What follows belongs to an exercise in optimizing a design on an open flow for small area; a production flow would make more cautious choices. At most, simulation tests tie the RTL to the original design; equivalence was not proved. Only the layout flow was run in run 6; the RTL was not checked for function there. No activity file was given, so power comes from the tool's default toggle rates.

## flow/config.mk

```make
export PLATFORM = sky130hd
export DESIGN_NAME = reg_file
export DESIGN_NICKNAME = reg_file
export VERILOG_FILES = /design/flow/design.v
export SDC_FILE = /design/flow/constraint.sdc
export NUM_CORES = 8
export LEC_CHECK = 0
export CAP_MARGIN = 10
export CORE_MARGIN = 2
export CORE_UTILIZATION = 40
export CTS_BUF_LIST = sky130_fd_sc_hd__clkbuf_16
export CTS_CLUSTER_DIAMETER = 70
export CTS_CLUSTER_SIZE = 24
export SLEW_MARGIN = 10
export SYNTH_HIERARCHICAL = 1
```

## flow/constraint.sdc

```tcl
create_clock -name core_clock -period 10.0 [get_ports {clk}]
set_input_delay 2.0000 -clock core_clock [delete_from_list [all_inputs] [get_ports {clk}]]
set_output_delay 2.0000 -clock core_clock [all_outputs]
set_load 0.01 [all_outputs]
```

## flow/design.v

```verilog
module reg_file #(
  parameter int DATA_WIDTH = 32,
  parameter int ADDR_WIDTH = 5,
  parameter int ZERO_REG   = 31
) (
  input  logic                  clk,
  input  logic                  rst_n,
  input  logic [ADDR_WIDTH-1:0] read_reg1,
  input  logic [ADDR_WIDTH-1:0] read_reg2,
  input  logic [ADDR_WIDTH-1:0] write_reg,
  input  logic [DATA_WIDTH-1:0] write_data,
  input  logic                  reg_write,
  output logic [DATA_WIDTH-1:0] read_data1,
  output logic [DATA_WIDTH-1:0] read_data2
);
  localparam int W     = DATA_WIDTH;
  localparam int NREGS = 31;
  logic [NREGS-1:0] we, we_n;
  always_comb begin
    for (int i = 0; i < NREGS; i++) begin
      we[i] = reg_write && (write_reg == 5'(i));
    end
  end
  assign we_n = ~we;
  logic [NREGS-1:0] valid;
  always_ff @(posedge clk or negedge rst_n) begin
    if (!rst_n) begin
      valid <= '0;
    end else begin
      valid <= valid | we;
    end
  end
  logic [NREGS-1:0][W-1:0] mem, mem_d;
  for (genvar i = 0; i < NREGS; i++) begin : g_w
    for (genvar b = 0; b < W; b++) begin : g_b
      rf_hold u_h (
        .q(mem[i][b]), .hold(we_n[i]), .d(write_data[b]), .en(we[i]),
        .y(mem_d[i][b])
      );
    end
  end
  always_ff @(posedge clk) begin
    mem <= mem_d;
  end
  logic write_live;
  assign write_live = reg_write && rst_n;
  logic [ADDR_WIDTH-1:0] rr [2];
  logic [W-1:0]          rd [2];
  assign rr[0] = read_reg1;
  assign rr[1] = read_reg2;
  logic [NREGS-1:0] wl;
  assign wl = we & {NREGS{rst_n}};
  for (genvar p = 0; p < 2; p++) begin : g_p
    logic        hit;
    logic [31:0] sel;
    assign hit = write_live && (write_reg == rr[p]) && (rr[p] != 5'(ZERO_REG));
    always_comb begin
      for (int i = 0; i < NREGS; i++) begin
        sel[i] = (rr[p] == 5'(i)) && valid[i] && !wl[i];
      end
      sel[31] = hit;
    end
    for (genvar b = 0; b < W; b++) begin : g_b
      logic [31:0] q;
      logic [9:0]  g_n;
      logic [3:0]  h;
      for (genvar i = 0; i < NREGS; i++) begin : g_q
        assign q[i] = mem[i][b];
      end
      assign q[31] = write_data[b];
      for (genvar k = 0; k < 10; k++) begin : g_g
        rf_aoi222 u_g (
          .a1(sel[3*k]),   .a2(q[3*k]),
          .b1(sel[3*k+1]), .b2(q[3*k+1]),
          .c1(sel[3*k+2]), .c2(q[3*k+2]),
          .y(g_n[k])
        );
      end
      rf_ao22  u_g10 (.a1(sel[30]), .a2(q[30]), .b1(sel[31]), .b2(q[31]), .y(h[3]));
      rf_nand4 u_h0 (.a(g_n[0]), .b(g_n[1]), .c(g_n[2]), .d(g_n[3]), .y(h[0]));
      rf_nand3 u_h1 (.a(g_n[4]), .b(g_n[5]), .c(g_n[6]), .y(h[1]));
      rf_nand3 u_h2 (.a(g_n[7]), .b(g_n[8]), .c(g_n[9]), .y(h[2]));
      rf_or4   u_o  (.a(h[0]), .b(h[1]), .c(h[2]), .d(h[3]), .y(rd[p][b]));
    end
  end
  assign read_data1 = rd[0];
  assign read_data2 = rd[1];
endmodule
module rf_hold (
  input  logic q,
  input  logic hold,
  input  logic d,
  input  logic en,
  output logic y
);
  assign y = (q & hold) | (d & en);
endmodule
module rf_aoi222 (
  input  logic a1,
  input  logic a2,
  input  logic b1,
  input  logic b2,
  input  logic c1,
  input  logic c2,
  output logic y
);
  assign y = ~((a1 & a2) | (b1 & b2) | (c1 & c2));
endmodule
module rf_ao22 (
  input  logic a1,
  input  logic a2,
  input  logic b1,
  input  logic b2,
  output logic y
);
  assign y = (a1 & a2) | (b1 & b2);
endmodule
module rf_nand4 (
  input  logic a,
  input  logic b,
  input  logic c,
  input  logic d,
  output logic y
);
  assign y = ~(a & b & c & d);
endmodule
module rf_nand3 (
  input  logic a,
  input  logic b,
  input  logic c,
  output logic y
);
  assign y = ~(a & b & c);
endmodule
module rf_or4 (
  input  logic a,
  input  logic b,
  input  logic c,
  input  logic d,
  output logic y
);
  assign y = a | b | c | d;
endmodule
```

## flow/flow/run.sh

```bash
#!/bin/bash
# Layout flow: the standard synthesis unchanged, then the standard ORFS
# layout with two changes:
# * the smallest buffer on each port (repair_design sizes up where needed);
# * during floorplan and placement, the resizer may only use cells of drive
#   strength 2 or less, so that it fixes long nets with small buffers and
#   small upsizes rather than large ones. CTS and later steps use the
#   platform's usual cell set.
set -uo pipefail
LIB=$FLOW_HOME/platforms/sky130hd/lib/sky130_fd_sc_hd__tt_025C_1v80.lib
PLATFORM_DU="sky130_fd_sc_hd__probe_p_8 sky130_fd_sc_hd__probec_p_8 sky130_fd_sc_hd__lpflow_bleeder_1 sky130_fd_sc_hd__lpflow_clkbufkapwr_1 sky130_fd_sc_hd__lpflow_clkbufkapwr_16 sky130_fd_sc_hd__lpflow_clkbufkapwr_2 sky130_fd_sc_hd__lpflow_clkbufkapwr_4 sky130_fd_sc_hd__lpflow_clkbufkapwr_8 sky130_fd_sc_hd__lpflow_clkinvkapwr_1 sky130_fd_sc_hd__lpflow_clkinvkapwr_16 sky130_fd_sc_hd__lpflow_clkinvkapwr_2 sky130_fd_sc_hd__lpflow_clkinvkapwr_4 sky130_fd_sc_hd__lpflow_clkinvkapwr_8 sky130_fd_sc_hd__lpflow_decapkapwr_12 sky130_fd_sc_hd__lpflow_decapkapwr_3 sky130_fd_sc_hd__lpflow_decapkapwr_4 sky130_fd_sc_hd__lpflow_decapkapwr_6 sky130_fd_sc_hd__lpflow_decapkapwr_8 sky130_fd_sc_hd__lpflow_inputiso0n_1 sky130_fd_sc_hd__lpflow_inputiso0p_1 sky130_fd_sc_hd__lpflow_inputiso1n_1 sky130_fd_sc_hd__lpflow_inputiso1p_1 sky130_fd_sc_hd__lpflow_inputisolatch_1 sky130_fd_sc_hd__lpflow_isobufsrc_1 sky130_fd_sc_hd__lpflow_isobufsrc_16 sky130_fd_sc_hd__lpflow_isobufsrc_2 sky130_fd_sc_hd__lpflow_isobufsrc_4 sky130_fd_sc_hd__lpflow_isobufsrc_8 sky130_fd_sc_hd__lpflow_isobufsrckapwr_16 sky130_fd_sc_hd__lpflow_lsbuf_lh_hl_isowell_tap_1 sky130_fd_sc_hd__lpflow_lsbuf_lh_hl_isowell_tap_2 sky130_fd_sc_hd__lpflow_lsbuf_lh_hl_isowell_tap_4 sky130_fd_sc_hd__lpflow_lsbuf_lh_isowell_4 sky130_fd_sc_hd__lpflow_lsbuf_lh_isowell_tap_1 sky130_fd_sc_hd__lpflow_lsbuf_lh_isowell_tap_2 sky130_fd_sc_hd__lpflow_lsbuf_lh_isowell_tap_4"
BIG=$(grep -o 'cell *( *"sky130_fd_sc_hd__[a-z0-9_]*_\(4\|6\|8\|12\|16\)")' "$LIB" | sed 's/.*"\(.*\)".*/\1/' | grep -v -E 'tap|fill|decap' | tr '\n' ' ')
PORTS="BUFFER_PORTS_ARGS=-buffer_cell sky130_fd_sc_hd__buf_1"
bash standard.sh synth > flow_synth.log 2>&1 || exit 1
bash standard.sh "$PORTS" DONT_USE_CELLS="$PLATFORM_DU $BIG" place > flow_place.log 2>&1 || exit 1
bash standard.sh "$PORTS" finish > flow_finish.log 2>&1 || exit 1
```

## flow/standard.sh

```bash
#!/bin/bash
# synth_recipe.tcl (not shown) runs the flow's synth.tcl, then flattens the netlist and writes it again
# the make line also repeats each setting of config.mk as NAME=value (left out here)
make -C /OpenROAD-flow-scripts/flow DESIGN_CONFIG=/design/flow/config.mk WORK_HOME=/design/flow/orfs CLKGATE_MAP_FILE= SYNTH_SCRIPT=/design/flow/synth_recipe.tcl "${@:-finish}"
```

==> results of run 1 <==
[worst paths after layout]
| path | from | to | slack (ns) | cells after the start |
|---|---|---|---|---|
| setup / recovery | write_reg[3] | read_data1[1] | 1.63 | 10 |
| hold / removal | valid[0] | valid[0] | 0.49 | 1 |
| setup reg to reg | valid[24] | valid[24] | 9.26 | 1 |
| hold reg to reg | valid[0] | valid[0] | 0.49 | 1 |
| max in group asynchronous | rst_n | valid[25] | 7.04 | 3 |
| min in group asynchronous | rst_n | valid[11] | 1.22 | 1 |
[kinds of logic after synthesis]
logic type             after synthesis  share of synthesized area, %
XOR/XNOR                             8                         0.177
buffers and inverters               53                         0.607
flip-flops                        1023                          52.2
AND/OR/NAND/NOR                    467                          7.44
AO/OA/AOI/OAI                     1698                          39.6
[modules after synthesis (local to each module, per instance)]
| module | copies in the design | flops+latches |
|---|---|---|
| reg_file | 1 | 1023 |
| rf_ao22 | 64 | 0 |
| rf_aoi222 | 640 | 0 |
| rf_hold | 992 | 0 |
| rf_nand3 | 128 | 0 |
| rf_nand4 | 64 | 0 |
| rf_or4 | 64 | 0 |
[area by class of cell]
cell class              count  area share (%)
flip-flops and latches   1023            47.0
inverters                  31           0.265
repair buffers            242            2.28
well taps                1287            3.67
multi-input cells        2173            42.9
clock inverters            31           0.650
clock buffers              55            3.14
diodes                      3          0.0171
[Yosys cell counts (all sizes together), types with 9 or more instances]
cell       n
nand4     67
and4      63
and2       9
nand2     19
or4       64
a222oi   640
nor2      18
buf       18
a22o    1056
dfrtp     31
dfxtp    992
nand2b    33
nand3    161
inv       31
[layout by cell type (no fill, tap or decap), types with 3 or more instances in the layout]
| cell | count |
|---|---|
| clkinv_4 | 5 |
| or4_1 | 64 |
| xnor2_1 | 6 |
| nor2_2 | 12 |
| nand2b_1 | 33 |
| dfrtp_1 | 31 |
| inv_2 | 3 |
| nand3_1 | 161 |
| clkbuf_16 | 55 |
| clkinv_1 | 3 |
| dfxtp_1 | 992 |
| inv_6 | 3 |
| clkbuf_2 | 26 |
| clkinvlp_4 | 4 |
| and3b_1 | 4 |
| and4_1 | 9 |
| inv_1 | 33 |
| nand4_1 | 67 |
| nand2_1 | 4 |
| nor2b_1 | 6 |
| nor3b_1 | 6 |
| nor2_1 | 6 |
| and2_2 | 4 |
| buf_1 | 170 |
| buf_2 | 46 |
| diode_2 | 3 |
| inv_8 | 3 |
| and4_2 | 54 |
| nand4b_1 | 3 |
| and2_1 | 5 |
| a22o_1 | 1056 |
| a222oi_1 | 640 |
| inv_12 | 3 |
| nand2_2 | 15 |
[registers in the layout, summed over array words and instances (netlist names)]
| register | cells |
|---|---|
| mem | 992 |
| valid | 31 |
[per-stage QoR]
| stage | cell area, um^2 | power (mW) | setup WS (ns) |
|---|---|---|---|
| floorplan | 39600 | 6.37 | 2.72 |
| finish | 43900 | 9.45 | 1.63 |
| detailed placement | 42200 | 6.90 | 1.89 |
| global route | 43900 | 9.75 | 1.65 |
| global placement | 42200 | 6.85 | 1.93 |
| CTS | 43800 | 9.38 | 1.91 |
[layer usage]
metal  GRT usage, %  up-vias  share of wire [%]
li1               -    15700                  -
met1           46.9    19500                 38
met2           50.1     3667                 41
met3           10.6      707                 15
met4           21.8        6                7.2
met5          0.473        -              0.045
[power groups by stage]
stage / Clock (mW) / Combinational [mW] / Sequential, mW
final: 2.56 / 1.34 / 5.55
after floorplan: 0 / 0.950 / 5.42
after detailed placement: 0 / 1.31 / 5.59
after global placement: 0 / 1.27 / 5.58
after global routing: 2.71 / 1.41 / 5.63
after CTS: 2.57 / 1.31 / 5.51
==> impl_metrics.py, run 1 <==
metrics = {
    "timing": {
        "relSlewSlack_pct": 9.93,
        "period_share_pct": 83.7,
        "fin_skew_ns": 0,
        "worstMarginPinSlew_ns": 1.35,
        "finalSetupViolCount": 0,
        "whs_ns": 0.489,
        "drv_slew": 0,
        "clock.fmax_mhz": 119,
        "hold_violations": 0,
        "rsz0062_at_grt": "false",
        "setup_tns_ns": 0,
        "fin_crit_ns": 8.37,
    },
    "worst_setup_path": {
        "critPathLaunchType": "input pin",
        "crit_family": "simple AND/OR/NAND/NOR gates",
        "cp.required_ns": 8.00,
        "slowest_stage": "or4_1",
        "cpPeakStageDelay_ns": 0.67,
        "crit_chain": "buf_1 -> nor4bb_1 -> buf_1 -> nand3_1 -> and4_1 -> buf_1 -> a222oi_1 -> nand4_1 -> or4_1 -> buf_1",
        "crit_fanout": 17,
        "path_class": "in -> out",
        "crit_top_cell": "buf_1",
        "arrival_ns": 6.37,
        "worst-path-buf-inv": 4,
        "endpoint_kind": "output pin",
    },
    "power_and_ir_drop": {
        "clkPwrFrac_pct": 27.1,
        "leakage_nw": 16.3,
        "pwr-share-comb_pct": 14.2,
        "pwr_density_cell_nw_per_um2": 215,
        "p_switching_mw": 2.73,
        "p_sw_share_pct": 28.9,
        "seqPwrFrac_pct": 58.7,
        "ir_drop_mv": 0.131,
        "internal_power_mw": 6.72,
    },
    "finish": {
        "regArea_um2": 20600,
        "fillers": 9191,
        "instances_no_fill": 4845,
        "multiInputGateArea_um2": 18800,
        "fin_nets": 3576,
        "syn2layout_area_growth_pct": 10.9,
        "layout-drive-gt1-share_pct": 6.92,
        "final_util_pct": 44.7,
    },
    "drt": {
        "dr.pass1.iters": 17,
        "drt-vias-per-instance": 8.16,
        "postRouteWirelength_um": 190000,
        "wl_per_cell_um": 39.2,
        "vias": 39500,
        "drt.antenna.violating_nets": 0,
        "drtIter0Drc": 9388,
        "drc": 0,
    },
    "flow_run": {
        "cap_violations": 0,
    },
    "floorplanning": {
        "die_w_um": 318,
        "start_util_pct": 40.3,
        "row_count": 115,
        "die_h_um": 318,
        "die_area_um2": 101000,
        "num_io_pins": 114,
        "core_um2": 98100,
    },
    "global_route": {
        "grt_usage_pct": 35.3,
        "grt_pass1_vias": 36800,
        "grt_max_degree": 35,
        "grt_pass1_wl_um": 267000,
        "antenna_found_initial": 4,
        "grt-ovfl-total": 0,
    },
    "clocking": {
        "numCtsBuffers": 55,
        "htree_levels": 2,
        "cts_tree": "yes",
        "path_clk_slew_ns": 0.09,
        "cts_root_buf": "clkbuf_16",
        "clock_path_buffers": 3,
        "cts_resized": 0,
        "cts_setup_buffers": 0,
        "ctsHoldBuffers": 0,
        "clock-sinks": 1023,
        "clk_latency_ns": 0.66,
    },
    "hold_path": {
        "hold_path.class": "reg -> reg",
    },
    "yosys": {
        "synth_area_um2": 39600,
        "postSynthCellCount": 3249,
        "syn_area_per_cell_um2": 12.2,
        "syn-num-nets": 3299,
        "synth.distinct_cells": 36,
        "synth_warnings": 10,
        "synthFlopType": "dfxtp_1",
        "synth.area.top_cells": "dfxtp_1, a22o_1, a222oi_1",
        "synth_top_area_share_pct": 50.2,
        "synth-edff-count": 0,
        "seq_area_frac_synth_pct": 52.2,
        "ys_ff_latch": 1023,
        "async_flop_share_pct": 3.03,
        "yosysTopAreaCell": "dfxtp_1",
    },
    "placed_design": {
        "port_buffers": 113,
        "gp_congestion": 0.936,
        "placed_cells": 4756,
        "place_hpwl_um": 115000,
    },
    "status": {
        "status": "complete, no violations",
    },
}
==> inputs of run 2 (changes only) <==
==> flow/config.mk (replaced) <==
export PLATFORM = sky130hd
export DESIGN_NAME = reg_file
export DESIGN_NICKNAME = reg_file
export VERILOG_FILES = /design/flow/design.v
export SDC_FILE = /design/flow/constraint.sdc
export NUM_CORES = 8
export LEC_CHECK = 0
export CAP_MARGIN = 25
export CORE_MARGIN = 2
export CORE_UTILIZATION = 40
export CTS_BUF_LIST = sky130_fd_sc_hd__clkbuf_8
export CTS_CLUSTER_DIAMETER = 70
export CTS_CLUSTER_SIZE = 14
export GPL_TIMING_DRIVEN = 0
export SLEW_MARGIN = 25
export SYNTH_HIERARCHICAL = 1
==> impl_metrics.py, run 2 <==
metrics = {
    "yosys": {
        "synthTopCellsByCount": "a22o_1, dfxtp_1, a222oi_1, nand3_1, nand4_1",
        "postSynthCellCount": 3249,
        "ys_ff_latch": 1023,
        "syn_area_per_cell_um2": 12.2,
        "syn-num-nets": 3299,
        "synth_area_um2": 39600,
        "seq_area_frac_synth_pct": 52.2,
        "synth_most_common_cell": "a22o_1",
        "synth_warnings": 10,
        "synth_top_area_share_pct": 50.2,
        "synth.distinct_cells": 36,
        "async_flop_share_pct": 3.03,
        "yosysTopAreaCell": "dfxtp_1",
        "synth.area.top_cells": "dfxtp_1, a22o_1, a222oi_1",
        "synthFlopType": "dfxtp_1",
        "synth-edff-count": 0,
    },
    "timing": {
        "setup_slack_ns": 1.97,
        "relSlewSlack_pct": 31.2,
        "drv_slew": 0,
        "finalSetupViolCount": 0,
        "fin_skew_ns": 0,
        "hold_violations": 0,
        "clock.fmax_mhz": 124,
        "period_share_pct": 80.3,
        "rsz0062_at_grt": "false",
        "fin_crit_ns": 8.03,
        "worstMarginPinSlew_ns": 1.03,
    },
    "worst_setup_path": {
        "timing.rr.start": "valid[26]",
        "cp.required_ns": 8.00,
        "crit_fanout": 20,
        "crit_chain": "buf_2 -> buf_2 -> buf_2 -> nand3_1 -> and4_2 -> buf_2 -> a222oi_1 -> nand4_1 -> or4_1 -> buf_1",
        "crit_top_cell": "buf_2",
        "cpPeakStageDelay_ns": 0.72,
        "critPathLaunchType": "input pin",
        "endpoint_kind": "output pin",
        "slowest_stage": "or4_1",
        "path_class": "in -> out",
        "arrival_ns": 6.03,
        "crit_family": "simple AND/OR/NAND/NOR gates",
        "crit_start": "rst_n",
        "worst-path-buf-inv": 5,
    },
    "clocking": {
        "cts_tree": "yes",
        "ctsHoldBuffers": 0,
        "cts_resized": 0,
        "numCtsBuffers": 84,
        "clock_path_buffers": 3,
        "cts_setup_buffers": 0,
        "path_clk_slew_ns": 0.09,
        "cts_root_buf": "clkbuf_8",
        "clock-sinks": 1023,
        "htree_levels": 3,
        "clk_latency_ns": 0.77,
    },
    "global_route": {
        "grt_usage_pct": 34.6,
        "antenna_found_initial": 8,
        "grt_pass1_vias": 36500,
        "grt_max_degree": 34,
        "grt_pass1_wl_um": 261000,
        "grt-ovfl-total": 0,
    },
    "power_and_ir_drop": {
        "ir_drop_mv": 0.0973,
        "leakage_nw": 16.8,
        "p_switching_mw": 2.63,
        "clkPwrFrac_pct": 24.8,
        "seqPwrFrac_pct": 60.4,
        "p_sw_share_pct": 28.8,
        "internal_power_mw": 6.50,
        "pwr-share-comb_pct": 14.7,
        "pwr_density_cell_nw_per_um2": 208,
    },
    "finish": {
        "fin_nets": 3667,
        "final_cell_mix": "a22o_1, dfxtp_1, a222oi_1, buf_2, nand3_1",
        "final_util_pct": 44.8,
        "reg_top3": "mem: 992 flops, valid: 31 flops",
        "top_register": "mem",
        "stdcell_area_um2": 44000,
        "syn2layout_area_growth_pct": 11.2,
        "layout-drive-gt1-share_pct": 12.6,
        "layout_commonest_cell": "a22o_1",
        "largest_register_ffs": 992,
    },
    "placed_design": {
        "gp_congestion": 0.877,
        "place_hpwl_um": 125000,
        "placed_area_um2": 42600,
        "port_buffers": 105,
        "post-place-ws_ns": 2.14,
    },
    "hold_path": {
        "hold_start": "valid[11]",
        "hold_path.class": "reg -> reg",
    },
    "floorplanning": {
        "die_w_um": 318,
        "start_util_pct": 40.3,
        "row_count": 115,
        "num_io_pins": 114,
        "die_area_um2": 101000,
        "core_um2": 98100,
        "die_h_um": 318,
    },
    "flow_run": {
        "cap_violations": 0,
    },
    "drt": {
        "postRouteWirelength_um": 186000,
        "wl_per_cell_um": 37.8,
        "drc": 0,
        "drt.antenna.violating_nets": 0,
        "drt-vias-per-instance": 7.96,
        "dr.pass1.iters": 14,
        "vias": 39200,
        "drtIter0Drc": 8496,
    },
    "status": {
        "status": "complete, no violations",
    },
}
run 2: area by class of cell:
| class | instances | area (um^2) |
|---|---|---|
| Fill cell | 9342 | 54100 |
| Buffer | 22 | 124 |
| Timing Repair Buffer | 282 | 1320 |
| Multi-Input combinational cell | 2173 | 18800 |
| Inverter | 31 | 116 |
| Antenna cell | 5 | 12.5 |
| Tap cell | 1287 | 1610 |
| Sequential cell | 1023 | 20600 |
| Clock buffer | 89 | 1220 |
| Clock inverter | 15 | 109 |
run 2: worst paths after layout:
| path | end | slack (ns) | cells past startpoint |
|---|---|---|---|
| setup / recovery | read_data1[20] | 1.97 | 10 |
| max in group asynchronous | valid[26] | 8.04 | 2 |
| setup reg to reg | valid[26] | 9.27 | 1 |
| hold / removal | valid[11] | 0.48 | 1 |
| min in group asynchronous | valid[16] | 1.14 | 1 |
| hold reg to reg | valid[11] | 0.48 | 1 |
run 2: cells by family (layout without fill, tap and decap cells):
family,count (synthesis),after routing,share of synthesized area (%)
AOI/OAI and AO/OA,1698,1698,39.6
DFF,1023,1023,52.2
and+or+nand+nor,467,467,7.44
buffers and inverters,53,439,0.607
xor gates and xnor gates,8,8,0.177
other,0,5,0
run 2: power by group through the flow:
stage          registers, mW  logic, mW  clock network, mW
2_1_floorplan           5.42      0.950                  0
4_1_cts                 5.48       1.32               2.28
3_3_place_gp            5.53       1.27                  0
6_report                5.52       1.35               2.27
5_1_grt                 5.61       1.42               2.42
3_5_place_dp            5.56       1.32                  0
run 2: modules after synthesis (local to each module, per instance), a selection:
module | copies in the design | cells | flops+latches
rf_or4 | 64 | 1 | 0
rf_nand3 | 128 | 1 | 0
rf_nand4 | 64 | 1 | 0
rf_hold | 992 | 1 | 0
rf_ao22 | 64 | 1 | 0
reg_file | 1 | 1297 | 1023
run 2: through the flow:
stage	instances	hold slack, ns	TNS [ns]	power [mW]
finish	4927	0.481	0	9.13
global route	4924	0.504	0	9.45
CTS	4922	0.486	0	9.07
detailed placement	4818	0.465	0	6.88
global placement	4641	0.459	-246.98	6.80
floorplan	3249	0.441	0	6.37
run 2: routing by layer:
| metal | up-vias | GRT usage, % | share of wire [%] | routed length (um) |
|---|---|---|---|---|
| met3 | 613 | 12.3 | 15 | 28700 |
| met2 | 3475 | 47.5 | 40 | 73900 |
| met4 | 4 | 18.7 | 6.1 | 11400 |
| li1 | 15800 | - | - | - |
| met5 | - | 0.709 | 0.031 | 57 |
| met1 | 19300 | 46.9 | 39 | 72100 |
==> inputs of run 3 (changes only) <==
--- a/flow/config.mk
+++ b/flow/config.mk
@@ -12,5 +12,5 @@
 export CTS_CLUSTER_DIAMETER = 70
 export CTS_CLUSTER_SIZE = 14
-export GPL_TIMING_DRIVEN = 0
+export PLACE_DENSITY = 0.75
 export SLEW_MARGIN = 25
 export SYNTH_HIERARCHICAL = 1
==> impl_metrics.py, run 3 <==
metrics = {
    "worst_setup_path": {
        "path_class": "in -> out",
        "crit_start": "write_reg[3]",
        "timing.rr.start": "valid[30]",
        "crit_top_cell": "buf_1",
        "crit_chain": "buf_1 -> nor4bb_1 -> buf_1 -> nand3_1 -> and4_1 -> buf_1 -> a222oi_1 -> nand4_1 -> or4_1 -> buf_1",
        "endpoint_kind": "output pin",
        "timing.rr.end": "valid[30]",
        "rr_worst_depth": 1,
        "slowest_stage": "a222oi_1",
        "arrival_ns": 6.26,
        "cp.required_ns": 8.00,
        "critPathLaunchType": "input pin",
        "cpPeakStageDelay_ns": 0.91,
        "r2r_slack_ns": 9.26,
        "crit_fanout": 16,
    },
    "timing": {
        "period_share_pct": 82.6,
        "setup_tns_ns": 0,
        "hold_violations": 0,
        "worstMarginPinSlew_ns": 1.28,
        "relSlewSlack_pct": 15.0,
        "rsz0062_at_grt": "false",
        "finalSetupViolCount": 0,
        "clock.fmax_mhz": 121,
        "fin_crit_ns": 8.26,
        "drv_slew": 0,
        "fin_skew_ns": 0,
    },
    "finish": {
        "syn2layout_area_growth_pct": 10.3,
        "fillers": 9159,
        "final_cell_mix": "a22o_1, dfxtp_1, a222oi_1, buf_1, nand3_1",
        "fin_nets": 3649,
        "reg_top3": "mem: 992 flops, valid: 31 flops",
        "largest_register_ffs": 992,
        "instances_no_fill": 4905,
        "layout-drive-gt1-share_pct": 6.81,
        "layout_commonest_cell": "a22o_1",
        "top_register": "mem",
    },
    "placed_design": {
        "port_buffers": 113,
        "place_hpwl_um": 109000,
        "gp_congestion": 0.972,
        "placed_cells": 4800,
    },
    "global_route": {
        "grt-ovfl-total": 0,
        "grt_max_degree": 35,
        "grt_pass1_vias": 37400,
        "antenna_found_initial": 16,
        "grt_pass1_wl_um": 255000,
        "grt_usage_pct": 33.0,
    },
    "yosys": {
        "synth-edff-count": 0,
        "synth_top_area_share_pct": 50.2,
        "synth_area_um2": 39600,
        "syn_area_per_cell_um2": 12.2,
        "ys_ff_latch": 1023,
        "seq_area_frac_synth_pct": 52.2,
        "syn-num-nets": 3299,
        "synth.area.top_cells": "dfxtp_1, a22o_1, a222oi_1",
        "yosysTopAreaCell": "dfxtp_1",
        "synth_warnings": 10,
        "synth.distinct_cells": 36,
        "postSynthCellCount": 3249,
        "synthFlopType": "dfxtp_1",
        "synth_most_common_cell": "a22o_1",
        "synthTopCellsByCount": "a22o_1, dfxtp_1, a222oi_1, nand3_1, nand4_1",
        "async_flop_share_pct": 3.03,
    },
    "drt": {
        "wl_per_cell_um": 36.2,
        "postRouteWirelength_um": 177000,
        "drtIter0Drc": 10200,
        "drt.antenna.violating_nets": 0,
        "vias": 40200,
        "drc": 0,
        "drt-vias-per-instance": 8.19,
        "dr.pass1.iters": 14,
    },
    "floorplanning": {
        "row_count": 115,
        "die_w_um": 318,
        "die_h_um": 318,
        "start_util_pct": 40.3,
        "die_area_um2": 101000,
        "core_um2": 98100,
        "num_io_pins": 114,
    },
    "hold_path": {
        "hold_start": "valid[19]",
        "holdPathEnd": "valid[19]",
        "hold_path.class": "reg -> reg",
        "hold_depth": 1,
    },
    "power_and_ir_drop": {
        "leakage_nw": 16.3,
        "pwr_density_cell_nw_per_um2": 208,
        "ir_drop_mv": 0.0884,
    },
    "clocking": {
        "cts_root_buf": "clkbuf_8",
        "cts_tree": "yes",
        "clock_path_buffers": 3,
        "cts_setup_buffers": 0,
        "clock-sinks": 1023,
        "path_clk_slew_ns": 0.09,
        "ctsHoldBuffers": 0,
        "htree_levels": 3,
        "cts_resized": 0,
        "clk_latency_ns": 0.75,
        "numCtsBuffers": 83,
    },
    "flow_run": {
        "cap_violations": 0,
    },
    "status": {
        "status": "complete, no violations",
    },
}
==> run 3: worst max-delay path, delay by kind of cell <==
family	cells	cell delay (ns)
buffers and inverters	4	1.47
and+or+nand+nor	5	1.88
AOI/OAI and AO/OA	1	0.91
==> run 3: routing by layer <==
layer / track usage, % / routed length, um
met5: 0.520 / 74
met3: 12.2 / 31300
met4: 21.4 / 14400
met1: 43.0 / 62100
met2: 45.5 / 69600
==> run 3: area by class of cell <==
cell class	count	area, um^2	area share [%]
well taps	1287	1610	3.69
clock buffers	84	1160	2.65
multi-input cells	2173	18800	43.0
flip-flops and latches	1023	20600	47.3
inverters	31	116	0.267
repair buffers	287	1230	2.82
diodes	5	12.5	0.0287
clock inverters	15	110	0.252
==> run 3: kinds of logic (layout without fill, tap and decap cells) <==
kind of cell           Yosys count  after routing  synth area share, %
flip-flops                    1023           1023                 52.2
AND/OR/NAND/NOR                467            467                 7.44
other                            0              5                    0
AO/OA/AOI/OAI                 1698           1698                 39.6
XOR/XNOR                         8              8                0.177
buffers and inverters           53            417                0.607
==> run 3: modules after synthesis (local to each module, per instance) <==
module,area [um^2],copies in the design,flip-flops and latches,cells inside
reg_file,22400,1,1023,1297
rf_ao22,8.76,64,0,1
rf_aoi222,10.0,640,0,1
rf_hold,8.76,992,0,1
rf_nand3,5.00,128,0,1
rf_nand4,6.26,64,0,1
rf_or4,7.51,64,0,1
==> run 3: stage by stage <==
| stage | cell area (um^2) | hold WS (ns) | total power [mW] | worst slack, ns | util (%) |
|---|---|---|---|---|---|
| 5_1_grt | 43600 | 0.498 | 9.36 | 1.79 | 44.4 |
| 3_5_place_dp | 42300 | 0.460 | 6.90 | 2.00 | 43.1 |
| 6_report | 43600 | 0.487 | 9.09 | 1.74 | 44.5 |
| 2_1_floorplan | 39600 | 0.441 | 6.37 | 2.72 | - |
| 3_3_place_gp | 42300 | 0.457 | 6.83 | 2.00 | 43.1 |
| 4_1_cts | 43600 | 0.486 | 8.97 | 2.01 | 44.4 |
==> run 3: report_power, final <==
part	switching, mW	total, mW	internal [mW]
Sequential	0.661	5.55	4.89
Combinational	0.573	1.34	0.772
Clock	1.40	2.19	0.792
==> run 3: worst max path at each step <==
| stage | end | slack [ns] |
|---|---|---|
| floorplan | read_data1[0] | 2.72 |
| CTS | read_data2[5] | 2.01 |
| detailed placement | read_data2[5] | 2.00 |
| global placement | read_data1[1] | 2.00 |
| finish | read_data2[28] | 1.74 |
| global route | read_data2[28] | 1.79 |
==> inputs of run 4 (changes only) <==
--- a/flow/config.mk
+++ b/flow/config.mk
@@ -11,6 +11,5 @@
 export CTS_BUF_LIST = sky130_fd_sc_hd__clkbuf_8
 export CTS_CLUSTER_DIAMETER = 70
-export CTS_CLUSTER_SIZE = 14
-export PLACE_DENSITY = 0.75
+export CTS_CLUSTER_SIZE = 16
 export SLEW_MARGIN = 25
 export SYNTH_HIERARCHICAL = 1
==> impl_metrics.py, run 4 <==
metrics = {
    "global_route": {
        "grt_max_degree": 35,
        "grt_pass1_vias": 36800,
        "grt_pass1_wl_um": 268000,
        "grt-ovfl-total": 0,
        "antenna_found_initial": 11,
        "grt_usage_pct": 35.5,
    },
    "clocking": {
        "clk_latency_ns": 0.76,
        "cts_resized": 0,
        "numCtsBuffers": 75,
        "cts_tree": "yes",
        "cts_root_buf": "clkbuf_8",
        "ctsHoldBuffers": 0,
        "path_clk_slew_ns": 0.11,
        "clock-sinks": 1023,
        "htree_levels": 3,
        "clock_path_buffers": 3,
        "cts_setup_buffers": 0,
    },
    "yosys": {
        "yosysTopAreaCell": "dfxtp_1",
        "synthTopCellsByCount": "a22o_1, dfxtp_1, a222oi_1, nand3_1, nand4_1",
        "async_flop_share_pct": 3.03,
        "syn_area_per_cell_um2": 12.2,
        "synth.area.top_cells": "dfxtp_1, a22o_1, a222oi_1",
        "synth_warnings": 10,
        "seq_area_frac_synth_pct": 52.2,
        "synth_area_um2": 39600,
        "synth_top_area_share_pct": 50.2,
        "postSynthCellCount": 3249,
        "synthFlopType": "dfxtp_1",
        "synth-edff-count": 0,
        "ys_ff_latch": 1023,
        "syn-num-nets": 3299,
        "synth_most_common_cell": "a22o_1",
        "synth.distinct_cells": 36,
    },
    "floorplanning": {
        "die_h_um": 318,
        "num_io_pins": 114,
        "start_util_pct": 40.3,
        "die_w_um": 318,
        "die_area_um2": 101000,
        "row_count": 115,
        "core_um2": 98100,
    },
    "worst_setup_path": {
        "critPathLaunchType": "input pin",
        "arrival_ns": 6.22,
        "endpoint_kind": "output pin",
        "crit_start": "write_reg[0]",
        "crit_fanout": 20,
        "path_class": "in -> out",
        "timing.rr.start": "valid[27]",
        "cp.required_ns": 8.00,
    },
    "finish": {
        "final_cell_mix": "a22o_1, dfxtp_1, a222oi_1, nand3_1, buf_1",
        "top_register": "mem",
        "syn2layout_area_growth_pct": 10.3,
        "final_util_pct": 44.5,
        "layout-drive-gt1-share_pct": 8.04,
        "fin_nets": 3607,
        "fillers": 9204,
        "layout_commonest_cell": "a22o_1",
        "reg_top3": "mem: 992 flops, valid: 31 flops",
        "largest_register_ffs": 992,
    },
    "timing": {
        "fin_crit_ns": 8.22,
        "setup_tns_ns": 0,
        "rsz0062_at_grt": "false",
        "clock.fmax_mhz": 122,
        "drv_slew": 0,
        "relSlewSlack_pct": 18.2,
        "finalSetupViolCount": 0,
        "period_share_pct": 82.2,
        "fin_skew_ns": 0,
        "worstMarginPinSlew_ns": 1.23,
        "hold_violations": 0,
    },
    "power_and_ir_drop": {
        "p_sw_share_pct": 29.2,
        "ir_drop_mv": 0.102,
        "p_switching_mw": 2.65,
        "leakage_nw": 16.3,
        "seqPwrFrac_pct": 61.1,
        "pwr-share-comb_pct": 14.7,
        "clkPwrFrac_pct": 24.2,
        "finalPower_mw": 9.08,
        "pwr_density_cell_nw_per_um2": 208,
        "internal_power_mw": 6.43,
    },
    "status": {
        "status": "complete, no violations",
    },
    "hold_path": {
        "hold_path.class": "reg -> reg",
        "hold_start": "valid[6]",
    },
    "drt": {
        "drt.antenna.violating_nets": 0,
        "postRouteWirelength_um": 190000,
        "drc": 0,
        "wl_per_cell_um": 39.1,
        "drt-vias-per-instance": 8.15,
        "drtIter0Drc": 9473,
        "vias": 39700,
        "dr.pass1.iters": 15,
    },
    "placed_design": {
        "port_buffers": 113,
        "gp_congestion": 0.936,
        "place_hpwl_um": 115000,
    },
    "flow_run": {
        "cap_violations": 0,
    },
}
-- run 4: cell types whose count changed in the layout (fill, tap and decap cells not counted), sizes merged --
cell,change
clkbuf,-2
bufinv,+1
clkinvlp,+1
diode,+1
buf,-38
inv,-4
-- run 4: path summary, 6_finish.rpt --
kind / end / slack [ns] / depth (start not counted)
max: read_data1[4] / 1.78 / 10
min: valid[6] / 0.49 / 1
max reg2reg: valid[27] / 9.25 / 1
min reg2reg: valid[6] / 0.49 / 1
max in group asynchronous: valid[21] / 7.15 / 3
min in group asynchronous: valid[11] / 1.13 / 1
-- run 4: per-module statistics from Yosys (local to each module, per instance) --
module	times used	cells inside
reg_file	1	1297
rf_nand4	64	1
rf_or4	64	1
rf_ao22	64	1
rf_hold	992	1
rf_aoi222	640	1
rf_nand3	128	1
-- run 4: layout make-up --
class | instances | area [um^2] | share of cell area [%]
sequential | 1023 | 20600 | 47.3
multi-input combinational | 2173 | 18800 | 43.2
tap | 1287 | 1610 | 3.69
timing repair buffer | 253 | 1190 | 2.74
clock buffer | 78 | 1070 | 2.46
clock inverter | 13 | 148 | 0.338
inverter | 31 | 116 | 0.267
antenna | 6 | 15.0 | 0.0344
-- run 4: metrics by stage --
| step | hold slack, ns | cells | worst slack, ns | area (um^2) |
|---|---|---|---|---|
| final | 0.487 | 4864 | 1.78 | 43600 |
| after floorplan | 0.441 | 3249 | 2.72 | 39600 |
| after global routing | 0.500 | 4859 | 1.73 | 43600 |
| after global placement | 0.456 | 4756 | 1.93 | 42200 |
| after CTS | 0.490 | 4852 | 1.95 | 43400 |
| after detailed placement | 0.459 | 4761 | 1.96 | 42200 |
-- run 4: power groups by stage --
| stage | combinational, mW | sequential (mW) | clock, mW |
|---|---|---|---|
| floorplan | 0.950 | 5.42 | 0 |
| global placement | 1.27 | 5.58 | 0 |
| detailed placement | 1.31 | 5.59 | 0 |
| CTS | 1.31 | 5.51 | 2.19 |
| global route | 1.41 | 5.63 | 2.33 |
| finish | 1.34 | 5.55 | 2.20 |
-- run 4: cell families (layout without fill, tap and decap cells) --
family,Yosys count,count (layout),share of synthesized area [%]
buf+inv,53,375,0.607
compound gates,1698,1698,39.6
other cells,0,6,0
flops,1023,1023,52.2
xor+xnor,8,8,0.177
simple gates,467,467,7.44
-- run 4: worst max-delay path, cell delays in order --
cell and delay [ns]:
buf_1 0.36, nor2b_1 0.40, buf_1 0.50, nand3_1 0.16, and4_2 0.55, buf_1 0.53
a222oi_1 0.75, nand3_1 0.25, or4_1 0.53, buf_1 0.17
-- run 4: metal layers --
layer	share of wire [%]	vias up	global-route usage, %
li1	-	15700	-
met1	38	19500	47.4
met2	41	3689	50.4
met3	15	736	10.5
met4	7.0	6	21.1
met5	0.018	-	0.142
==> inputs of run 5 (changes only) <==
--- a/flow/config.mk
+++ b/flow/config.mk
@@ -11,5 +11,5 @@
 export CTS_BUF_LIST = sky130_fd_sc_hd__clkbuf_8
 export CTS_CLUSTER_DIAMETER = 70
-export CTS_CLUSTER_SIZE = 16
+export CTS_CLUSTER_SIZE = 14
 export SLEW_MARGIN = 25
 export SYNTH_HIERARCHICAL = 1
==> impl_metrics.py, run 5 <==
metrics = {
    "floorplanning": {
        "start_util_pct": 40.3,
        "num_io_pins": 114,
        "die_area_um2": 101000,
        "die_h_um": 318,
        "row_count": 115,
        "core_um2": 98100,
        "die_w_um": 318,
    },
    "yosys": {
        "synthTopCellsByCount": "a22o_1, dfxtp_1, a222oi_1, nand3_1, nand4_1",
        "ys_ff_latch": 1023,
        "synth_warnings": 10,
        "synth_top_area_share_pct": 50.2,
        "synthFlopType": "dfxtp_1",
        "syn_area_per_cell_um2": 12.2,
        "synth_area_um2": 39600,
        "async_flop_share_pct": 3.03,
        "seq_area_frac_synth_pct": 52.2,
        "synth.area.top_cells": "dfxtp_1, a22o_1, a222oi_1",
        "syn-num-nets": 3299,
        "synth_most_common_cell": "a22o_1",
        "synth-edff-count": 0,
        "synth.distinct_cells": 36,
        "yosysTopAreaCell": "dfxtp_1",
        "postSynthCellCount": 3249,
    },
    "power_and_ir_drop": {
        "pwr-share-comb_pct": 14.7,
        "leakage_nw": 16.3,
        "clkPwrFrac_pct": 24.2,
        "p_sw_share_pct": 29.0,
        "finalPower_mw": 9.08,
        "ir_drop_mv": 0.0919,
        "internal_power_mw": 6.45,
        "p_switching_mw": 2.64,
        "pwr_density_cell_nw_per_um2": 208,
        "seqPwrFrac_pct": 61.1,
    },
    "worst_setup_path": {
        "path_class": "in -> out",
        "cp.required_ns": 8.00,
        "slowest_stage": "a222oi_1",
        "critPathLaunchType": "input pin",
        "timing.rr.end": "valid[27]",
        "crit_top_cell": "buf_1",
        "endpoint_kind": "output pin",
        "cpPeakStageDelay_ns": 0.81,
        "rr_worst_depth": 1,
        "r2r_slack_ns": 9.26,
        "crit_fanout": 20,
        "arrival_ns": 6.27,
        "timing.rr.start": "valid[27]",
        "crit_chain": "buf_1 -> nor2b_1 -> buf_1 -> nand3_1 -> and4_2 -> buf_1 -> a222oi_1 -> nand3_1 -> or4_1 -> buf_1",
    },
    "hold_path": {
        "hold_start": "valid[6]",
        "hold_path.class": "reg -> reg",
        "hold_depth": 1,
        "holdPathEnd": "valid[6]",
    },
    "finish": {
        "reg_top3": "mem: 992 flops, valid: 31 flops",
        "final_cell_mix": "a22o_1, dfxtp_1, a222oi_1, nand3_1, buf_1",
        "regArea_um2": 20600,
        "layout_commonest_cell": "a22o_1",
        "multiInputGateArea_um2": 18800,
        "final_util_pct": 44.4,
        "fillers": 9208,
        "instances_no_fill": 4862,
        "top_register": "mem",
        "largest_register_ffs": 992,
        "layout-drive-gt1-share_pct": 8.03,
        "syn2layout_area_growth_pct": 10.2,
        "fin_nets": 3612,
    },
    "placed_design": {
        "placed_cells": 4761,
        "gp_congestion": 0.936,
        "place_hpwl_um": 115000,
        "port_buffers": 113,
        "post-place-ws_ns": 1.96,
    },
    "timing": {
        "setup_slack_ns": 1.73,
        "worstMarginPinSlew_ns": 1.23,
        "clock.fmax_mhz": 121,
        "setup_tns_ns": 0,
        "period_share_pct": 82.7,
        "finalSetupViolCount": 0,
        "fin_crit_ns": 8.27,
        "fin_skew_ns": 0,
        "drv_slew": 0,
        "relSlewSlack_pct": 18.2,
        "hold_violations": 0,
        "rsz0062_at_grt": "false",
    },
    "drt": {
        "dr.pass1.iters": 14,
        "drtIter0Drc": 9436,
        "wl_per_cell_um": 39.2,
        "postRouteWirelength_um": 191000,
        "drt.antenna.violating_nets": 0,
        "vias": 39700,
        "drc": 0,
        "drt-vias-per-instance": 8.16,
    },
    "global_route": {
        "grt_usage_pct": 35.5,
        "grtUsageMet1_pct": 46.8,
        "grt_pass1_vias": 37200,
        "grt_pass1_wl_um": 268000,
        "grt_util_met2_pct": 50.2,
        "grt_max_degree": 35,
        "top_usage_layer": "met2",
        "met3_usage_pct": 11.0,
        "grt-ovfl-total": 0,
        "antenna_found_initial": 12,
    },
    "clocking": {
        "clock_path_buffers": 3,
        "cts_root_buf": "clkbuf_8",
        "clk_latency_ns": 0.75,
        "htree_levels": 3,
        "clock-sinks": 1023,
        "cts_resized": 0,
        "cts_tree": "yes",
        "path_clk_slew_ns": 0.09,
        "numCtsBuffers": 83,
        "ctsHoldBuffers": 0,
        "cts_setup_buffers": 0,
    },
    "status": {
        "status": "complete, no violations",
    },
    "flow_run": {
        "cap_violations": 0,
    },
}
run 5: cell type report:
| cell class | instances | share of cell area [%] |
|---|---|---|
| flip-flops and latches | 1023 | 47.4 |
| multi-input cells | 2173 | 43.2 |
| well taps | 1287 | 3.70 |
| clock buffers | 87 | 2.75 |
| repair buffers | 250 | 2.60 |
| inverters | 31 | 0.267 |
| clock inverters | 8 | 0.103 |
| diodes | 3 | 0.0172 |
run 5: critical path: cells and delay by family:
| kind | cells | cell delay, ns |
|---|---|---|
| buf+inv | 4 | 1.55 |
| simple gates | 5 | 1.88 |
| compound gates | 1 | 0.81 |
run 5: stage by stage:
step	hold slack, ns	area [um^2]
after floorplan	0.441	39600
after global placement	0.456	42200
after detailed placement	0.459	42200
after CTS	0.485	43500
after global routing	0.495	43600
final	0.484	43600
run 5: worst max path at each step:
stage / start / end / slack, ns / depth (start not counted)
2_1_floorplan: read_reg1[4] / read_data1[0] / 2.72 / 6
3_3_place_gp: write_reg[3] / read_data2[12] / 1.93 / 10
3_5_place_dp: write_reg[3] / read_data1[17] / 1.96 / 10
4_1_cts: write_reg[3] / read_data1[17] / 1.95 / 10
5_1_grt: write_reg[0] / read_data1[4] / 1.77 / 10
6_report: write_reg[0] / read_data1[4] / 1.73 / 10
run 5: power groups by stage:
stage	logic (mW)	clock network [mW]	registers, mW
4_1_cts	1.30	2.19	5.51
3_3_place_gp	1.27	0	5.58
5_1_grt	1.41	2.33	5.63
6_report	1.34	2.20	5.55
2_1_floorplan	0.950	0	5.42
3_5_place_dp	1.31	0	5.59
run 5: metal layers:
layer	part of all wire (%)	wire length (um)	vias to the layer above
li1	-	-	15700
met1	38	71600	19600
met2	41	77600	3655
met3	14	27600	778
met4	7.2	13700	6
met5	0.023	44	-
run 5: cells by family (layout without fill, tap and decap cells):
logic type | count (synthesis) | in the layout | share of synthesized area, %
xor gates and xnor gates | 8 | 8 | 0.177
and+or+nand+nor | 467 | 467 | 7.44
other | 0 | 3 | 0
buffers and inverters | 53 | 376 | 0.607
DFF | 1023 | 1023 | 52.2
AOI/OAI and AO/OA | 1698 | 1698 | 39.6
run 5: Yosys stat by module (local to each module, per instance):
module	cell area (um^2)	cells inside
reg_file	22400	1297
rf_or4	7.51	1
rf_nand4	6.26	1
rf_nand3	5.00	1
rf_hold	8.76	1
rf_aoi222	10.0	1
rf_ao22	8.76	1
==> inputs of run 6 (changes only) <==
--- a/flow/design.v
+++ b/flow/design.v
@@ -49,6 +49,4 @@
   assign rr[0] = read_reg1;
   assign rr[1] = read_reg2;
-  logic [NREGS-1:0] wl;
-  assign wl = we & {NREGS{rst_n}};
   for (genvar p = 0; p < 2; p++) begin : g_p
     logic        hit;
@@ -57,5 +55,5 @@
     always_comb begin
       for (int i = 0; i < NREGS; i++) begin
-        sel[i] = (rr[p] == 5'(i)) && valid[i] && !wl[i];
+        sel[i] = (rr[p] == 5'(i)) && valid[i] && we_n[i];
       end
       sel[31] = hit;
==> impl_metrics.py, run 6 <==
metrics = {
    "status": {
        "status": "complete, no violations",
    },
    "placed_design": {
        "placed_cells": 4782,
        "port_buffers": 113,
        "gp_congestion": 0.925,
        "place_hpwl_um": 115000,
    },
    "worst_setup_path": {
        "rr_worst_depth": 1,
        "endpoint_kind": "output pin",
        "arrival_ns": 6.28,
        "path_class": "in -> out",
        "r2r_slack_ns": 9.17,
        "timing.rr.end": "valid[11]",
        "critPathLaunchType": "input pin",
        "timing.rr.start": "valid[11]",
        "crit_fanout": 24,
        "cp.required_ns": 8.00,
    },
    "power_and_ir_drop": {
        "seqPwrFrac_pct": 60.3,
        "p_switching_mw": 2.73,
        "pwr_density_cell_nw_per_um2": 211,
        "leakage_nw": 16.2,
        "clkPwrFrac_pct": 24.5,
        "internal_power_mw": 6.48,
        "pwr-share-comb_pct": 15.2,
        "p_sw_share_pct": 29.6,
        "ir_drop_mv": 0.113,
    },
    "yosys": {
        "syn_area_per_cell_um2": 12.1,
        "synth_most_common_cell": "a22o_1",
        "synth-edff-count": 0,
        "synthFlopType": "dfxtp_1",
        "postSynthCellCount": 3249,
        "synth_area_um2": 39300,
        "async_flop_share_pct": 3.03,
        "synthTopCellsByCount": "a22o_1, dfxtp_1, a222oi_1, nand3_1, nand4_1",
        "synth_warnings": 10,
        "ys_ff_latch": 1023,
        "syn-num-nets": 3299,
        "synth.distinct_cells": 35,
        "yosysTopAreaCell": "dfxtp_1",
        "synth_top_area_share_pct": 50.5,
        "synth.area.top_cells": "dfxtp_1, a22o_1, a222oi_1",
        "seq_area_frac_synth_pct": 52.5,
    },
    "clocking": {
        "clock-sinks": 1023,
        "path_clk_slew_ns": 0.10,
        "clk_latency_ns": 0.77,
        "cts_resized": 0,
        "htree_levels": 3,
        "clock_path_buffers": 3,
        "numCtsBuffers": 83,
        "cts_root_buf": "clkbuf_8",
        "ctsHoldBuffers": 0,
        "cts_tree": "yes",
        "cts_setup_buffers": 0,
    },
    "floorplanning": {
        "die_area_um2": 101000,
        "row_count": 114,
        "num_io_pins": 114,
        "die_w_um": 317,
        "die_h_um": 317,
        "start_util_pct": 40.5,
        "core_um2": 97000,
    },
    "finish": {
        "instances_no_fill": 4890,
        "final_cell_mix": "a22o_1, dfxtp_1, a222oi_1, buf_1, nand3_1",
        "largest_register_ffs": 992,
        "layout_commonest_cell": "a22o_1",
        "layout-drive-gt1-share_pct": 10.0,
        "fin_nets": 3641,
        "syn2layout_area_growth_pct": 11.3,
        "reg_top3": "mem: 992 flops, valid: 31 flops",
        "top_register": "mem",
    },
    "timing": {
        "worstMarginPinSlew_ns": 1.17,
        "fin_crit_ns": 8.28,
        "drv_slew": 0,
        "rsz0062_at_grt": "false",
        "finalSetupViolCount": 0,
        "hold_violations": 0,
        "whs_ns": 0.470,
        "clock.fmax_mhz": 121,
        "setup_tns_ns": 0,
        "fin_skew_ns": 0,
        "period_share_pct": 82.8,
        "relSlewSlack_pct": 21.7,
    },
    "drt": {
        "drt.antenna.violating_nets": 0,
        "drc": 0,
        "wl_per_cell_um": 38.5,
        "drtIter0Drc": 9394,
        "postRouteWirelength_um": 188000,
        "vias": 39000,
        "dr.pass1.iters": 14,
        "drt-vias-per-instance": 7.98,
    },
    "global_route": {
        "grt_pass1_vias": 35400,
        "grt_usage_pct": 35.8,
        "grt_pass1_wl_um": 266000,
        "grt_max_degree": 35,
        "antenna_found_initial": 14,
        "grt-ovfl-total": 0,
    },
    "hold_path": {
        "hold_start": "valid[14]",
        "hold_path.class": "reg -> reg",
        "hold_depth": 1,
        "holdPathEnd": "valid[14]",
    },
    "flow_run": {
        "cap_violations": 0,
    },
}
-- run 6: per-layer routing --
metal  wire length (um)  up-vias  GRT usage [%]  share of wire (%)
met3              28600      653           11.2                 15
met1              72300    19200           49.5                 38
met4              13600        8           21.1                7.2
met5                 56        -              0              0.030
met2              73500     3516           48.6                 39
li1                   -    15700              -                  -
-- run 6: worst max-delay path, stage by stage --
cell      delay [ns]
buf_1           0.36
nand2_1         0.63
o21ai_0         0.55
nor3_2          0.22
buf_2           0.44
a222oi_1        0.43
nand4_1         0.71
or4_1           0.76
buf_1           0.17
-- run 6: layout make-up --
cell class | count | area, um^2
fillers | 9053 | 53300
flip-flops and latches | 1023 | 20600
multi-input cells | 2169 | 18800
well taps | 1276 | 1600
repair buffers | 281 | 1240
clock buffers | 87 | 1200
inverters | 33 | 124
clock inverters | 15 | 108
diodes | 6 | 15.0
-- run 6: modules after synthesis (local to each module, per instance) --
module / cells / flops+latches
reg_file: 1297 / 1023
rf_aoi222: 1 / 0
rf_ao22: 1 / 0
rf_hold: 1 / 0
rf_or4: 1 / 0
rf_nand4: 1 / 0
rf_nand3: 1 / 0
-- run 6: power groups by stage --
stage	combinational, mW	sequential, mW	clock (mW)
after detailed placement	1.37	5.60	0
after CTS	1.37	5.52	2.25
after floorplan	0.968	5.41	0
after global placement	1.33	5.59	0
final	1.40	5.56	2.25
after global routing	1.48	5.65	2.40
-- run 6: worst max-delay path by stage --
stage | startpoint | slack, ns | end | cells after the start
finish | write_reg[1] | 1.72 | read_data1[15] | 9
global route | write_reg[3] | 1.73 | read_data1[15] | 9
CTS | write_reg[3] | 2.22 | read_data1[23] | 9
detailed placement | write_reg[3] | 2.22 | read_data1[23] | 9
global placement | write_reg[0] | 2.16 | read_data2[0] | 9
floorplan | write_reg[0] | 2.64 | read_data2[0] | 6
-- run 6: stage by stage --
step                total power [mW]  utilization (%)  worst slack (ns)  area (um^2)
floorplan                       6.38                -              2.64        39300
global placement                6.92             43.7              2.16        42400
detailed placement              6.97             43.7              2.22        42400
CTS                             9.13             45.0              2.22        43700
global route                    9.52             45.1              1.73        43700
finish                          9.21             45.1              1.72        43700
-- run 6: kinds of logic (layout without fill, tap and decap cells) --
group	Yosys count	after routing	synth area share, %
compound gates	1729	1729	40.3
other cells	0	6	0
buf+inv	57	416	0.621
flops	1023	1023	52.5
simple gates	432	432	6.37
xor+xnor	8	8	0.178
==> inputs of run 7 (changes only) <==
--- a/flow/design.v
+++ b/flow/design.v
@@ -53,10 +53,14 @@
     logic [31:0] sel;
     assign hit = write_live && (write_reg == rr[p]) && (rr[p] != 5'(ZERO_REG));
+    logic [3:0] hi;
+    logic [7:0] lo;
     always_comb begin
-      for (int i = 0; i < NREGS; i++) begin
-        sel[i] = (rr[p] == 5'(i)) && valid[i] && we_n[i];
-      end
-      sel[31] = hit;
+      for (int k = 0; k < 4; k++) hi[k] = (rr[p][4:3] == 2'(k));
+      for (int j = 0; j < 8; j++) lo[j] = (rr[p][2:0] == 3'(j));
     end
+    for (genvar i = 0; i < NREGS; i++) begin : g_s
+      rf_and4 u_s (.a(hi[i/8]), .b(lo[i%8]), .c(valid[i]), .d(we_n[i]), .y(sel[i]));
+    end
+    assign sel[31] = hit;
     for (genvar b = 0; b < W; b++) begin : g_b
       logic [31:0] q;
@@ -114,4 +118,13 @@
   assign y = (a1 & a2) | (b1 & b2);
 endmodule
+module rf_and4 (
+  input  logic a,
+  input  logic b,
+  input  logic c,
+  input  logic d,
+  output logic y
+);
+  assign y = a & b & c & d;
+endmodule
 module rf_nand4 (
   input  logic a,
==> impl_metrics.py, run 7 <==
metrics = {
    "status": {
        "status": "complete, no violations",
    },
    "clocking": {
        "cts_resized": 0,
        "clock_path_buffers": 3,
        "cts_setup_buffers": 0,
        "htree_levels": 3,
        "clk_latency_ns": 0.75,
        "numCtsBuffers": 84,
        "ctsHoldBuffers": 0,
        "path_clk_slew_ns": 0.08,
        "cts_root_buf": "clkbuf_8",
        "clock-sinks": 1023,
        "cts_tree": "yes",
    },
    "yosys": {
        "synthTopCellsByCount": "a22o_1, dfxtp_1, a222oi_1, nand3_1, nand4_1",
        "synth_fa_ha_area_share_pct": 0,
        "synth_top_area_share_pct": 50.4,
        "yosysTopAreaCell": "dfxtp_1",
        "synthFlopType": "dfxtp_1",
        "synthXorXnorAreaFrac_pct": 0.222,
        "synthSimpleGateAreaFrac_pct": 7.07,
        "synth_area_um2": 39400,
        "synth_most_common_cell": "a22o_1",
        "synth.area.top_cells": "dfxtp_1, a22o_1, a222oi_1",
        "synth_top_family_by_area": "compound AO/OA/AOI/OAI gates",
        "synth.distinct_cells": 34,
        "synth_warnings": 10,
        "postSynthCellCount": 3201,
        "synth-edff-count": 0,
        "syn_area_per_cell_um2": 12.3,
        "ys_ff_latch": 1023,
        "syn-num-nets": 3251,
        "synth_compound_area_share_pct": 39.8,
        "async_flop_share_pct": 3.03,
        "seq_area_frac_synth_pct": 52.4,
        "synth.area.mux_share_pct": 0,
    },
    "timing": {
        "worstMarginPinSlew_ns": 1.22,
        "hold_violations": 0,
        "setup_slack_ns": 1.29,
        "period_share_pct": 87.1,
        "finalSetupViolCount": 0,
        "clock.fmax_mhz": 115,
        "drv_slew": 0,
        "fin_crit_ns": 8.71,
        "relSlewSlack_pct": 18.8,
        "fin_skew_ns": 0,
        "rsz0062_at_grt": "false",
        "setup_tns_ns": 0,
    },
    "worst_setup_path": {
        "arrival_ns": 6.71,
        "endpoint_kind": "output pin",
        "timing.rr.start": "mem[40]",
        "crit_chain": "buf_1 -> nand4b_1 -> nor2_2 -> clkinv_1 -> and4_1 -> clkbuf_2 -> a222oi_1 -> nand3_1 -> or4_1 -> buf_1",
        "crit_fanout": 19,
        "r2r_slack_ns": 9.26,
        "cp.required_ns": 8.00,
        "critPathCapture": "read_data1[26]",
        "rr_worst_depth": 1,
        "crit_start": "write_reg[0]",
        "critPathLaunchType": "input pin",
        "crit_top_cell": "buf_1",
        "slowest_stage": "and4_1",
        "path_class": "in -> out",
        "timing.rr.end": "mem[40]",
        "cpPeakStageDelay_ns": 1.01,
    },
    "finish": {
        "stdcell_area_um2": 43400,
        "layout_commonest_cell": "a22o_1",
        "instances_no_fill": 4816,
        "final_cell_mix": "a22o_1, dfxtp_1, a222oi_1, buf_1, nand3_1",
        "reg_top3": "mem: 992 flops, valid: 31 flops",
        "syn2layout_area_growth_pct": 10.1,
        "top_register": "mem",
        "layout-drive-gt1-share_pct": 8.15,
        "fin_nets": 3561,
        "largest_register_ffs": 992,
    },
    "global_route": {
        "grt-ovfl-total": 0,
        "grt_max_degree": 37,
        "grt_pass1_vias": 36100,
        "grtUsageMet1_pct": 47.0,
        "grt_pass1_wl_um": 266000,
        "met3_usage_pct": 11.4,
        "grt_util_met2_pct": 49.8,
        "antenna_found_initial": 5,
        "grt_usage_pct": 35.4,
        "top_usage_layer": "met2",
    },
    "floorplanning": {
        "die_w_um": 318,
        "core_um2": 98000,
        "start_util_pct": 40.2,
        "num_io_pins": 114,
        "row_count": 115,
        "die_area_um2": 101000,
        "die_h_um": 318,
    },
    "power_and_ir_drop": {
        "pwr_density_cell_nw_per_um2": 211,
        "ir_drop_mv": 0.105,
        "leakage_nw": 16.4,
    },
    "placed_design": {
        "placed_cells": 4712,
        "post-place-ws_ns": 1.68,
        "placed_area_um2": 42100,
        "place_hpwl_um": 117000,
        "gp_congestion": 0.951,
        "port_buffers": 113,
    },
    "drt": {
        "drt-vias-per-instance": 8.13,
        "drtIter0Drc": 8939,
        "dr.pass1.iters": 13,
        "wl_per_cell_um": 39.3,
        "drc": 0,
        "postRouteWirelength_um": 189000,
        "vias": 39200,
        "drt.antenna.violating_nets": 0,
    },
    "flow_run": {
        "cap_violations": 0,
    },
    "hold_path": {
        "hold_path.class": "reg -> reg",
    },
}
## run 7: cell types whose count changed in the layout (fill, tap and decap cells not counted), moves of 5 or more
cell / delta
nand2_1: -5
nand3_1: -6
and4_2: +48
nor2_4: -5
and4_1: +13
nor3b_1: +6
nor3_2: -60
o21ai_0: -27
buf_2: -40
nand2_2: +25
or2_2: -16
nand3b_1: -5
nand2b_1: +12
nor2_2: -21
## run 7: critical path: cells and delay by family
| family | cells | cell delay, ns |
|---|---|---|
| AOI/OAI and AO/OA | 1 | 0.44 |
| and+or+nand+nor | 5 | 2.10 |
| buffers and inverters | 4 | 2.13 |
## run 7: routing by layer
layer	up-vias	wire length [um]	share of wire, %
met5	-	56	0.030
met4	3	13000	6.9
met3	700	28000	15
met2	3674	76900	41
met1	19300	71200	38
li1	15500	-	-
## run 7: power by group
part           switching [mW]  internal, mW  leakage [nW]
logic                   0.570         0.769          7.06
registers               0.668          4.89          8.61
clock network            1.43         0.815         0.690
total                    2.66          6.47          16.4
## run 7: cells by family (layout without fill, tap and decap cells)
kind of cell / Yosys count / count (layout)
other cells: 0 / 6
compound gates: 1698 / 1698
buf+inv: 43 / 365
xor+xnor: 10 / 10
simple gates: 427 / 427
flops: 1023 / 1023
## run 7: cell type report
type	instances	area [um^2]
fillers	9161	54600
flip-flops and latches	1023	20600
multi-input cells	2135	18700
well taps	1287	1610
clock buffers	87	1200
repair buffers	236	1010
inverters	31	116
clock inverters	11	91.3
diodes	6	15.0
## run 7: through the flow
stage          power, mW  hold WS, ns  util (%)
6_report            9.14        0.487      44.3
5_1_grt             9.44        0.505      44.3
4_1_cts             9.07        0.488      44.2
3_5_place_dp        6.91        0.464      42.9
3_3_place_gp        6.86        0.456      42.9
2_1_floorplan       6.36        0.442         -
## run 7: how the worst min path moves through the flow
stage	from	to	slack, ns	depth (start not counted)
after floorplan	valid[15]	valid[15]	0.44	1
after global placement	valid[18]	valid[18]	0.46	1
after detailed placement	valid[18]	valid[18]	0.46	1
after CTS	valid[24]	valid[24]	0.49	1
after global routing	valid[11]	valid[11]	0.51	1
final	valid[24]	valid[24]	0.49	1
## run 7: Yosys stat by module, one instance, submodules excluded
| module | times used | cells | cell area (um^2) |
|---|---|---|---|
| rf_hold | 992 | 1 | 8.76 |
| rf_aoi222 | 640 | 1 | 10.0 |
| rf_and4 | 62 | 1 | 8.76 |
| rf_nand3 | 128 | 1 | 5.00 |
| rf_or4 | 64 | 1 | 7.51 |
| rf_nand4 | 64 | 1 | 6.26 |
| rf_ao22 | 64 | 1 | 8.76 |
| reg_file | 1 | 1187 | 21700 |

afterwards: timing with drivers on the ports:
The flow's constraints put no driver on any port. The routed layouts listed below were extracted and timed again, unchanged, in two steps.
Step 1 assumes that a clkbuf_16 drives the clock port and a buf_2 every other input.
Step 2 moves the port delays by t, midway between the first and last clock arrival at a register: inputs arrive t later, outputs are due t later. That takes back most of the time a late clock gives input paths.
a / b / c = no drivers / after step 1 / after step 2; a / b = the first two.
run	shift t [ns]	setup slack, ns	worst setup path at the end	cell pins on the clock port's net
run 1	0.744	1.627 / 1.602 / 1.602	input to output	1
run 2	0.831	1.967 / 1.937 / 1.937	input to output	1
run 3	0.810	1.739 / 1.714 / 1.714	input to output	1
run 4	0.837	1.778 / 1.753 / 1.753	input to output	1
run 5	0.830	1.733 / 1.710 / 1.710	input to output	1
run 6	0.834	1.716 / 1.685 / 1.685	input to output	1
run 7	0.805	1.290 / 1.262 / 1.262	input to output	1
After both steps every run listed still meets setup and hold. For run 6, which loses most, drivers alone change the setup slack by -0.031 ns; drivers and shift together by -0.031 ns.
